This design comes from an exercise in tuning for small area, a short achievable clock period and few clock cycles per item on the open sky130 flow, not from production work. At most, simulation tests tie the RTL to the original design; equivalence was not proved. Power figures rest on the tool's default switching activity, not on a simulated workload.

==> job 449: inputs <==
==> flow/design.v <==
`default_nettype none
package rnn_pkg;
    typedef logic signed [16-1:0] word_t;           
    function automatic logic [16-1:0] mul_q(input logic [16-1:0] a,
                                                 input logic [16-1:0] b);
        logic signed [2*16-1:0] prod;
        prod = $signed(a) * $signed(b);
        mul_q = prod[8 +: 16];
    endfunction
endpackage
`default_nettype wire
`default_nettype none
module rnn_step_top (
    input  logic                            clk,
    input  logic                            reset,
    input  logic                            execute,
    input  logic [7-1:0]             token,
    output logic [27-1:0]              mem_a_addr,
    output logic                            mem_a_read,
    input  logic [16-1:0]              mem_a_data,
    input  logic                            mem_a_valid,
    output logic [27-1:0]              mem_b_addr,
    output logic                            mem_b_read,
    input  logic [16-1:0]              mem_b_data,
    input  logic                            mem_b_valid,
    output logic [8*16-1:0] hidden_state,
    output logic                            done
);
    localparam logic [15:0] ONE_Q = 16'h0100;      
    logic       busy;
    logic       start;
    logic [6:0] token_q;
    logic       done_q;
    logic       finish;
    assign start = !busy && execute;
    assign done = done_q;
    logic       a_ph;
    logic [1:0] a_k;
    logic [3:0] a_s;
    logic       a_fin;
    logic       a_rd;
    logic [8:0] a_addr;
    logic       a_last;
    logic       a_n_ph;
    logic [1:0] a_n_k;
    logic [3:0] a_n_s;
    logic [8:0] a_n_addr;
    assign a_last = a_ph && (a_s[2:0] == 3'd7);
    always_comb
    begin
        a_n_ph = a_ph;
        a_n_k = a_k;
        a_n_s = a_s + 4'd1;
        if (!a_ph && a_s == 4'd8)
        begin
            a_n_s = 4'd0;
            a_n_k = a_k + 2'd1;
            if (a_k == 2'd3)
                a_n_ph = 1'b1;
        end
        if (!a_n_ph)
        begin
            if (a_n_s == 4'd0)
                a_n_addr = {token_q, a_n_k};
            else
                a_n_addr = 9'(300 + {a_n_s, a_n_k});
        end
        else
            a_n_addr = 9'(400 + a_n_s[2:0]);
    end
    always_ff @(posedge clk)
    begin
        if (reset)
        begin
            a_rd <= 1'b0;
            a_fin <= 1'b0;
        end
        else if (start)
        begin
            a_rd <= 1'b1;
            a_fin <= 1'b0;
        end
        else
        begin
            a_rd <= busy && mem_a_valid && !a_last;
            if (busy && mem_a_valid && a_last)
                a_fin <= 1'b1;
        end
    end
    always_ff @(posedge clk)
    begin
        if (start)
        begin
            a_ph <= 1'b0;
            a_k <= 2'd0;
            a_s <= 4'd0;
        end
        else if (mem_a_valid)
        begin
            a_ph <= a_n_ph;
            a_k <= a_n_k;
            a_s <= a_n_s;
        end
        a_addr <= busy ? a_n_addr : {token, 2'b00};
    end
    assign mem_a_read = a_rd;
    assign mem_a_addr = 27'(a_addr);
    logic [6:0] b_i;
    logic       b_fin;
    logic       b_rd;
    logic [8:0] b_addr;
    logic       b_last;
    logic [6:0] b_n_i;
    assign b_last = (b_i == 7'd71);
    assign b_n_i = b_i + 7'd1;
    always_ff @(posedge clk)
    begin
        if (reset)
        begin
            b_rd <= 1'b0;
            b_fin <= 1'b0;
        end
        else if (start)
        begin
            b_rd <= 1'b1;
            b_fin <= 1'b0;
        end
        else
        begin
            b_rd <= busy && mem_b_valid && !b_last;
            if (busy && mem_b_valid && b_last)
                b_fin <= 1'b1;
        end
    end
    always_ff @(posedge clk)
    begin
        if (start)
            b_i <= 7'd0;
        else if (mem_b_valid)
            b_i <= b_n_i;
        if (!busy)
            b_addr <= 9'd336;
        else if (b_n_i[6])
            b_addr <= 9'(344 + b_n_i);
        else
            b_addr <= 9'(336 + b_n_i);
    end
    assign mem_b_read = b_rd;
    assign mem_b_addr = 27'(b_addr);
    logic [15:0] e_q;
    logic [15:0] a_hold;
    logic        a_hold_v;
    logic        a_hold_bias;
    logic [2:0]  a_hold_row;
    logic        a_mul;           
    logic        a_bias;
    logic [2:0]  a_row;
    logic        b_bias;
    logic [2:0]  b_row;
    logic [15:0] b_h;
    assign a_mul = busy && mem_a_valid && (a_ph || a_s != 4'd0);
    assign a_bias = a_ph;
    assign a_row = a_ph ? a_s[2:0] : 3'(a_s - 4'd1);
    assign b_bias = b_i[6];
    assign b_row = b_i[6] ? b_i[2:0] : b_i[5:3];
    assign b_h = hidden_state[b_i[2:0]*16 +: 16];
    logic        p1_v;
    logic [2:0]  p1_row;
    logic [15:0] p1_x;
    logic [7:0]  p1_neg;
    logic [7:0]  p1_one;
    logic [7:0]  p1_two;
    function automatic logic [23:0] booth_enc(input logic [15:0] y);
        logic [16:0] ye;
        logic [7:0]  neg;
        logic [7:0]  one;
        logic [7:0]  two;
        ye = {y, 1'b0};
        for (int i = 0; i < 8; i++)
        begin
            neg[i] = ye[2*i+2];
            one[i] = ye[2*i+1] ^ ye[2*i];
            two[i] = (ye[2*i+2] & ~ye[2*i+1] & ~ye[2*i])
                   | (~ye[2*i+2] & ye[2*i+1] & ye[2*i]);
        end
        booth_enc = {neg, one, two};
    endfunction
    logic [23:0] enc_b;
    logic [23:0] enc_a;
    logic        a_sel_bias;
    assign a_sel_bias = a_hold_v ? a_hold_bias : a_bias;
    assign enc_b = booth_enc(b_bias ? ONE_Q : b_h);
    assign enc_a = booth_enc(a_sel_bias ? ONE_Q : e_q);
    always_ff @(posedge clk)
    begin
        if (reset || start)
        begin
            p1_v <= 1'b0;
            a_hold_v <= 1'b0;
        end
        else
        begin
            p1_v <= (busy && mem_b_valid) || a_hold_v || a_mul;
            a_hold_v <= a_mul && mem_b_valid;
        end
    end
    always_ff @(posedge clk)
    begin
        if (mem_a_valid && !a_ph && a_s == 4'd0)
            e_q <= mem_a_data;
        a_hold <= mem_a_data;
        a_hold_bias <= a_bias;
        a_hold_row <= a_row;
        if (busy && mem_b_valid)
        begin
            p1_row <= b_row;
            p1_x <= mem_b_data;
            {p1_neg, p1_one, p1_two} <= enc_b;
        end
        else
        begin
            p1_row <= a_hold_v ? a_hold_row : a_row;
            p1_x <= a_hold_v ? a_hold : mem_a_data;
            {p1_neg, p1_one, p1_two} <= enc_a;
        end
    end
    logic [23:0] row_pp [0:8];
    logic [17:0] m_sel  [0:7];
    logic [17:0] v_pp   [0:7];
    logic [17:0] x_ext;
    assign x_ext = {{2{p1_x[15]}}, p1_x};
    always_comb
    begin
        for (int i = 0; i < 8; i++)
        begin
            m_sel[i] = ({18{p1_one[i]}} & x_ext) | ({18{p1_two[i]}} & {x_ext[16:0], 1'b0});
            v_pp[i] = m_sel[i] ^ {18{p1_neg[i]}};
        end
        for (int i = 0; i < 9; i++)
            row_pp[i] = 24'd0;
        for (int i = 0; i < 4; i++)
            row_pp[i][2*i +: 18] = {~v_pp[i][17], v_pp[i][16:0]};
        for (int i = 4; i < 8; i++)
            for (int b = 2*i; b < 24; b++)
                row_pp[i][b] = v_pp[i][b-2*i];
        for (int i = 0; i < 7; i++)
            row_pp[i+1][2*i] = p1_neg[i];
        row_pp[8] = 24'h560000;
        row_pp[8][14] = p1_neg[7];
    end
    function automatic logic [47:0] csa(input logic [23:0] a, input logic [23:0] b,
                                        input logic [23:0] c);
        logic [23:0] s;
        logic [23:0] k;
        s = a ^ b ^ c;
        k = (a & b) | (a & c) | (b & c);
        csa = {s, k[22:0], 1'b0};
    endfunction
    logic [23:0] t1s, t1c, t2s, t2c, t3s, t3c, t4s, t4c, t5s, t5c, t6s, t6c, t7s, t7c;
    always_comb
    begin
        {t1s, t1c} = csa(row_pp[0], row_pp[1], row_pp[2]);
        {t2s, t2c} = csa(row_pp[3], row_pp[4], row_pp[5]);
        {t3s, t3c} = csa(row_pp[6], row_pp[7], row_pp[8]);
        {t4s, t4c} = csa(t1s, t1c, t2s);
        {t5s, t5c} = csa(t2c, t3s, t3c);
        {t6s, t6c} = csa(t4s, t4c, t5s);
        {t7s, t7c} = csa(t6s, t6c, t5c);
    end
    logic        p2_v;
    logic [2:0]  p2_row;
    logic [23:0] p2_s;
    logic [23:0] p2_c;
    always_ff @(posedge clk)
    begin
        if (reset || start)
            p2_v <= 1'b0;
        else
            p2_v <= p1_v;
        p2_row <= p1_row;
        p2_s <= t7s;
        p2_c <= t7c;
    end
    logic [15:0] acc [0:7];
    logic [7:0]  touched;
    logic [15:0] acc_q;
    logic [8:0]  lo_sum;
    logic [15:0] c3s;
    logic [15:0] c3c;
    logic [15:0] acc_new;
    always_comb
    begin
        lo_sum = {1'b0, p2_s[7:0]} + {1'b0, p2_c[7:0]};
        c3s = acc_q ^ p2_s[23:8] ^ p2_c[23:8];
        c3c = (acc_q & p2_s[23:8]) | (acc_q & p2_c[23:8]) | (p2_s[23:8] & p2_c[23:8]);
        acc_new = c3s + {c3c[14:0], lo_sum[8]};
    end
    always_ff @(posedge clk)
    begin
        if (reset || start)
            touched <= 8'd0;
        else if (p2_v)
            touched[p2_row] <= 1'b1;
        if (p2_v)
            acc[p2_row] <= acc_new;
        if (p2_v && p2_row == p1_row)
            acc_q <= acc_new;
        else if (touched[p1_row])
            acc_q <= acc[p1_row];
        else
            acc_q <= 16'd0;
    end
    assign finish = busy && !done_q && a_fin && b_fin && !a_hold_v && !p1_v && !p2_v;
    always_ff @(posedge clk)
    begin
        if (reset)
        begin
            busy <= 1'b0;
            done_q <= 1'b0;
            hidden_state <= '0;
        end
        else
        begin
            if (start)
                busy <= 1'b1;
            else if (done_q)
                busy <= 1'b0;
            done_q <= finish;
            if (finish)
                for (int r = 0; r < 8; r++)
                    hidden_state[r*16 +: 16] <= acc[r];
        end
    end
    always_ff @(posedge clk)
    begin
        if (start)
            token_q <= token;
    end
endmodule
`default_nettype wire
==> flow/run.sh <==
#!/bin/bash
# synth_recipe.tcl (not shown) runs the flow's synth.tcl, then flattens the netlist and writes it again
# the make line also repeats each setting of config.mk as NAME=value (left out here)
make -C /OpenROAD-flow-scripts/flow DESIGN_CONFIG=/design/flow/config.mk WORK_HOME=/design/flow/orfs CLKGATE_MAP_FILE= SYNTH_SCRIPT=/design/flow/synth_recipe.tcl finish
==> flow/config.mk <==
export PLATFORM = sky130hd
export DESIGN_NAME = rnn_step_top
export DESIGN_NICKNAME = rnn_step_top
export VERILOG_FILES = /design/flow/design.v
export SDC_FILE = /design/flow/constraint.sdc
export NUM_CORES = 4
export LEC_CHECK = 0
export CAP_MARGIN = 20
export CORE_MARGIN = 2
export CORE_UTILIZATION = 40
export SLEW_MARGIN = 20
==> flow/constraint.sdc <==
create_clock -name core_clock -period 10.0 [get_ports {clk}]
set_input_delay 2.0000 -clock core_clock [delete_from_list [all_inputs] [get_ports {clk}]]
set_output_delay 2.0000 -clock core_clock [all_outputs]
set_load 0.01 [all_outputs]
==> inputs of job 6346, as changes to job 449 <==
--- a/flow/design.v
+++ b/flow/design.v
@@ -165,5 +165,10 @@
     assign b_row = b_i[6] ? b_i[2:0] : b_i[5:3];
-    assign b_h = hidden_state[b_i[2:0]*16 +: 16];
+    always_comb
+    begin
+        b_h = 16'd0;
+        for (int j = 0; j < 8; j++)
+            b_h = b_h | (hidden_state[j*16 +: 16] & {16{b_i[2:0] == 3'(j)}});
+    end
     logic        p1_v;
-    logic [2:0]  p1_row;
+    logic [7:0]  p1_row;         
     logic [15:0] p1_x;
@@ -215,3 +220,3 @@
         begin
-            p1_row <= b_row;
+            p1_row <= 8'(1) << b_row;
             p1_x <= mem_b_data;
@@ -221,3 +226,3 @@
         begin
-            p1_row <= a_hold_v ? a_hold_row : a_row;
+            p1_row <= 8'(1) << (a_hold_v ? a_hold_row : a_row);
             p1_x <= a_hold_v ? a_hold : mem_a_data;
@@ -270,3 +275,3 @@
     logic        p2_v;
-    logic [2:0]  p2_row;
+    logic [7:0]  p2_row;         
     logic [23:0] p2_s;
@@ -290,2 +295,9 @@
     logic [15:0] acc_new;
+    logic [15:0] acc_pick;
+    always_comb
+    begin
+        acc_pick = 16'd0;
+        for (int r = 0; r < 8; r++)
+            acc_pick = acc_pick | (acc[r] & {16{p1_row[r] & touched[r]}});
+    end
     always_comb
@@ -302,11 +314,10 @@
         else if (p2_v)
-            touched[p2_row] <= 1'b1;
-        if (p2_v)
-            acc[p2_row] <= acc_new;
-        if (p2_v && p2_row == p1_row)
+            touched <= touched | p2_row;
+        for (int r = 0; r < 8; r++)
+            if (p2_v && p2_row[r])
+                acc[r] <= acc_new;
+        if (p2_v && (p2_row & p1_row) != 8'd0)
             acc_q <= acc_new;
-        else if (touched[p1_row])
-            acc_q <= acc[p1_row];
         else
-            acc_q <= 16'd0;
+            acc_q <= acc_pick;
     end
==> flow/flow/run.sh (new file) <==
#!/bin/bash
# Standard layout, with small port buffers and timing repair aimed below the clock period.
set -euo pipefail
extra=(
  "BUFFER_PORTS_ARGS=-buffer_cell sky130_fd_sc_hd__buf_2"
  "SETUP_SLACK_MARGIN=6.8"
  "ABC_CLOCK_PERIOD_IN_PS=3200"
)
bash standard.sh "${extra[@]}" finish > standard.log 2>&1
==> flow/standard.sh (new file) <==
#!/bin/bash
# synth_recipe.tcl (not shown) runs the flow's synth.tcl, then flattens the netlist and writes it again
# the make line also repeats each setting of config.mk as NAME=value (left out here)
make -C /OpenROAD-flow-scripts/flow DESIGN_CONFIG=/design/flow/config.mk WORK_HOME=/design/flow/orfs CLKGATE_MAP_FILE= SYNTH_SCRIPT=/design/flow/synth_recipe.tcl "${@:-finish}"
CORE_UTILIZATION = 60   (was 40)
removed: flow/run.sh
==> inputs of job 5195, as changes to job 449 <==
--- a/flow/design.v
+++ b/flow/design.v
@@ -172,23 +172,32 @@
     logic [7:0]  p1_two;
-    function automatic logic [23:0] booth_enc(input logic [15:0] y);
-        logic [16:0] ye;
-        logic [7:0]  neg;
-        logic [7:0]  one;
-        logic [7:0]  two;
-        ye = {y, 1'b0};
-        for (int i = 0; i < 8; i++)
+    logic        sel_v;
+    logic [2:0]  sel_row;
+    logic [15:0] sel_x;
+    logic [15:0] sel_y;
+    logic [16:0] y_ext;
+    always_comb
+    begin
+        if (busy && mem_b_valid)
         begin
-            neg[i] = ye[2*i+2];
-            one[i] = ye[2*i+1] ^ ye[2*i];
-            two[i] = (ye[2*i+2] & ~ye[2*i+1] & ~ye[2*i])
-                   | (~ye[2*i+2] & ye[2*i+1] & ye[2*i]);
+            sel_v = 1'b1;
+            sel_row = b_row;
+            sel_x = mem_b_data;
+            sel_y = b_bias ? ONE_Q : b_h;
+        end
+        else if (a_hold_v)
+        begin
+            sel_v = 1'b1;
+            sel_row = a_hold_row;
+            sel_x = a_hold;
+            sel_y = a_hold_bias ? ONE_Q : e_q;
         end
-        booth_enc = {neg, one, two};
-    endfunction
-    logic [23:0] enc_b;
-    logic [23:0] enc_a;
-    logic        a_sel_bias;
-    assign a_sel_bias = a_hold_v ? a_hold_bias : a_bias;
-    assign enc_b = booth_enc(b_bias ? ONE_Q : b_h);
-    assign enc_a = booth_enc(a_sel_bias ? ONE_Q : e_q);
+        else
+        begin
+            sel_v = a_mul;
+            sel_row = a_row;
+            sel_x = mem_a_data;
+            sel_y = a_bias ? ONE_Q : e_q;
+        end
+        y_ext = {sel_y, 1'b0};
+    end
     always_ff @(posedge clk)
@@ -202,3 +211,3 @@
         begin
-            p1_v <= (busy && mem_b_valid) || a_hold_v || a_mul;
+            p1_v <= sel_v;
             a_hold_v <= a_mul && mem_b_valid;
@@ -210,16 +219,16 @@
             e_q <= mem_a_data;
-        a_hold <= mem_a_data;
-        a_hold_bias <= a_bias;
-        a_hold_row <= a_row;
-        if (busy && mem_b_valid)
+        if (mem_a_valid)
         begin
-            p1_row <= b_row;
-            p1_x <= mem_b_data;
-            {p1_neg, p1_one, p1_two} <= enc_b;
+            a_hold <= mem_a_data;
+            a_hold_bias <= a_bias;
+            a_hold_row <= a_row;
         end
-        else
+        p1_row <= sel_row;
+        p1_x <= sel_x;
+        for (int i = 0; i < 8; i++)
         begin
-            p1_row <= a_hold_v ? a_hold_row : a_row;
-            p1_x <= a_hold_v ? a_hold : mem_a_data;
-            {p1_neg, p1_one, p1_two} <= enc_a;
+            p1_neg[i] <= y_ext[2*i+2];
+            p1_one[i] <= y_ext[2*i+1] ^ y_ext[2*i];
+            p1_two[i] <= (y_ext[2*i+2] & ~y_ext[2*i+1] & ~y_ext[2*i])
+                       | (~y_ext[2*i+2] & y_ext[2*i+1] & y_ext[2*i]);
         end
@@ -285,3 +294,3 @@
     logic [7:0]  touched;
-    logic [15:0] acc_q;
+    logic [15:0] acc_old;
     logic [8:0]  lo_sum;
@@ -292,5 +301,6 @@
     begin
+        acc_old = touched[p2_row] ? acc[p2_row] : 16'd0;
         lo_sum = {1'b0, p2_s[7:0]} + {1'b0, p2_c[7:0]};
-        c3s = acc_q ^ p2_s[23:8] ^ p2_c[23:8];
-        c3c = (acc_q & p2_s[23:8]) | (acc_q & p2_c[23:8]) | (p2_s[23:8] & p2_c[23:8]);
+        c3s = acc_old ^ p2_s[23:8] ^ p2_c[23:8];
+        c3c = (acc_old & p2_s[23:8]) | (acc_old & p2_c[23:8]) | (p2_s[23:8] & p2_c[23:8]);
         acc_new = c3s + {c3c[14:0], lo_sum[8]};
@@ -305,8 +315,2 @@
             acc[p2_row] <= acc_new;
-        if (p2_v && p2_row == p1_row)
-            acc_q <= acc_new;
-        else if (touched[p1_row])
-            acc_q <= acc[p1_row];
-        else
-            acc_q <= 16'd0;
     end
==> run notes <==
|  | job 5195 | job 6346 | job 449 |
|---|---|---|---|
| Chip Width | 240.5 um | 197.1 um | 242.8 um |
| Number of cells on the critical path | 14 | 1 | 1 |
| Delay of the slowest critical-path stage | 0.55 ns | 0.45 ns | 0.60 ns |
| Seq. pwr | 2.56 mW | 2.72 mW | 2.86 mW |
| Number of vias per cell after detailed routing | 5.313 | 6.049 | 5.411 |
| Hold Slack | 0.3489 ns | 0.3765 ns | 0.4669 ns |
| Gr usage total | 22.43% | 32.68% | 21.18% |
| Crit path buffers/inverters | 2 | 1 | 1 |
| Weighted congestion reported at the end of routability-driven placement | 0.8448 | 0.9123 | 0.8625 |
| Multi-input logic area | 10610 sq um | 10560 sq um | 11140 sq um |
| Number of cells on the worst reg-to-reg path | 14 | 10 | 8 |
| Drt first-iter violations | 1276 | 2123 | 1416 |
| Result of the run | finished clean | finished clean | finished clean |
| Met3 routed wirelength | 5407 um | 6346 um | 4443 um |
| Unrepaired setup endpoints after global routing | false | true | false |
| Routed wl met2 | 29130 um | 30260 um | 29450 um |
| Final net count | 2370 | 2498 | 2399 |
| Global routing met3 resource utilization | 5.293% | 5.054% | 3.627% |
| Nonclk inv count | 157 | 115 | 112 |
| Endpoint of the worst hold path | p2_row[2] | p2_row[4] | touched[7] |
| Fraction of the mapped netlist area in compound gates | 10.65% | 15.45% | 11.44% |
| Setup slack after layout | 5.464 ns | 6.809 ns | 6.317 ns |
| Post-detail-place hpwl | 44990 um | 45330 um | 43740 um |
| Final core utilization | 47.44% | 68.37% | 47.22% |
| Synthesis Warnings | 4 | 5 | 4 |
Testbench counts of job 449, summed over its fixed seeds: cycles 82,244, steps 320.
For job 6346 and job 5195, only the layout was checked, not whether the RTL still works.

[what the ideal ports hide]
The flow's constraints put no driver on any port. The routed layouts listed below were extracted and timed again, unchanged, in two steps.
Step 1 assumes that a clkbuf_16 drives the clock port and a buf_2 every other input.
Step 2 moves the port delays by t, midway between the first and last clock arrival at a register: inputs arrive t later, outputs are due t later. That takes back most of the time a late clock gives input paths.
Slacks: no drivers / after step 1 / after step 2; pairs: no drivers / after step 1.
| run | t (ns) | setup WS [ns] | hold WS [ns] | clock arrival spread, ns | worst register clock-pin slew, ns |
|---|---|---|---|---|---|
| job 449 | 0.637 | 6.317 / 6.260 / 5.770 | 0.467 / 0.467 / 0.467 | 0.032 / 0.032 | 0.07 / 0.07 |
| job 6346 | 0.612 | 6.809 / 6.755 / 6.299 | 0.377 / 0.377 / 0.377 | 0.012 / 0.012 | 0.07 / 0.07 |
| job 5195 | 0.641 | 5.464 / 5.464 / 5.374 | 0.349 / 0.349 / 0.349 | 0.029 / 0.029 | 0.07 / 0.07 |
After both steps setup and hold are still met in every run listed. The setup slack of job 449, which loses most, moves by -0.057 ns with the drivers and by -0.547 ns with both steps.
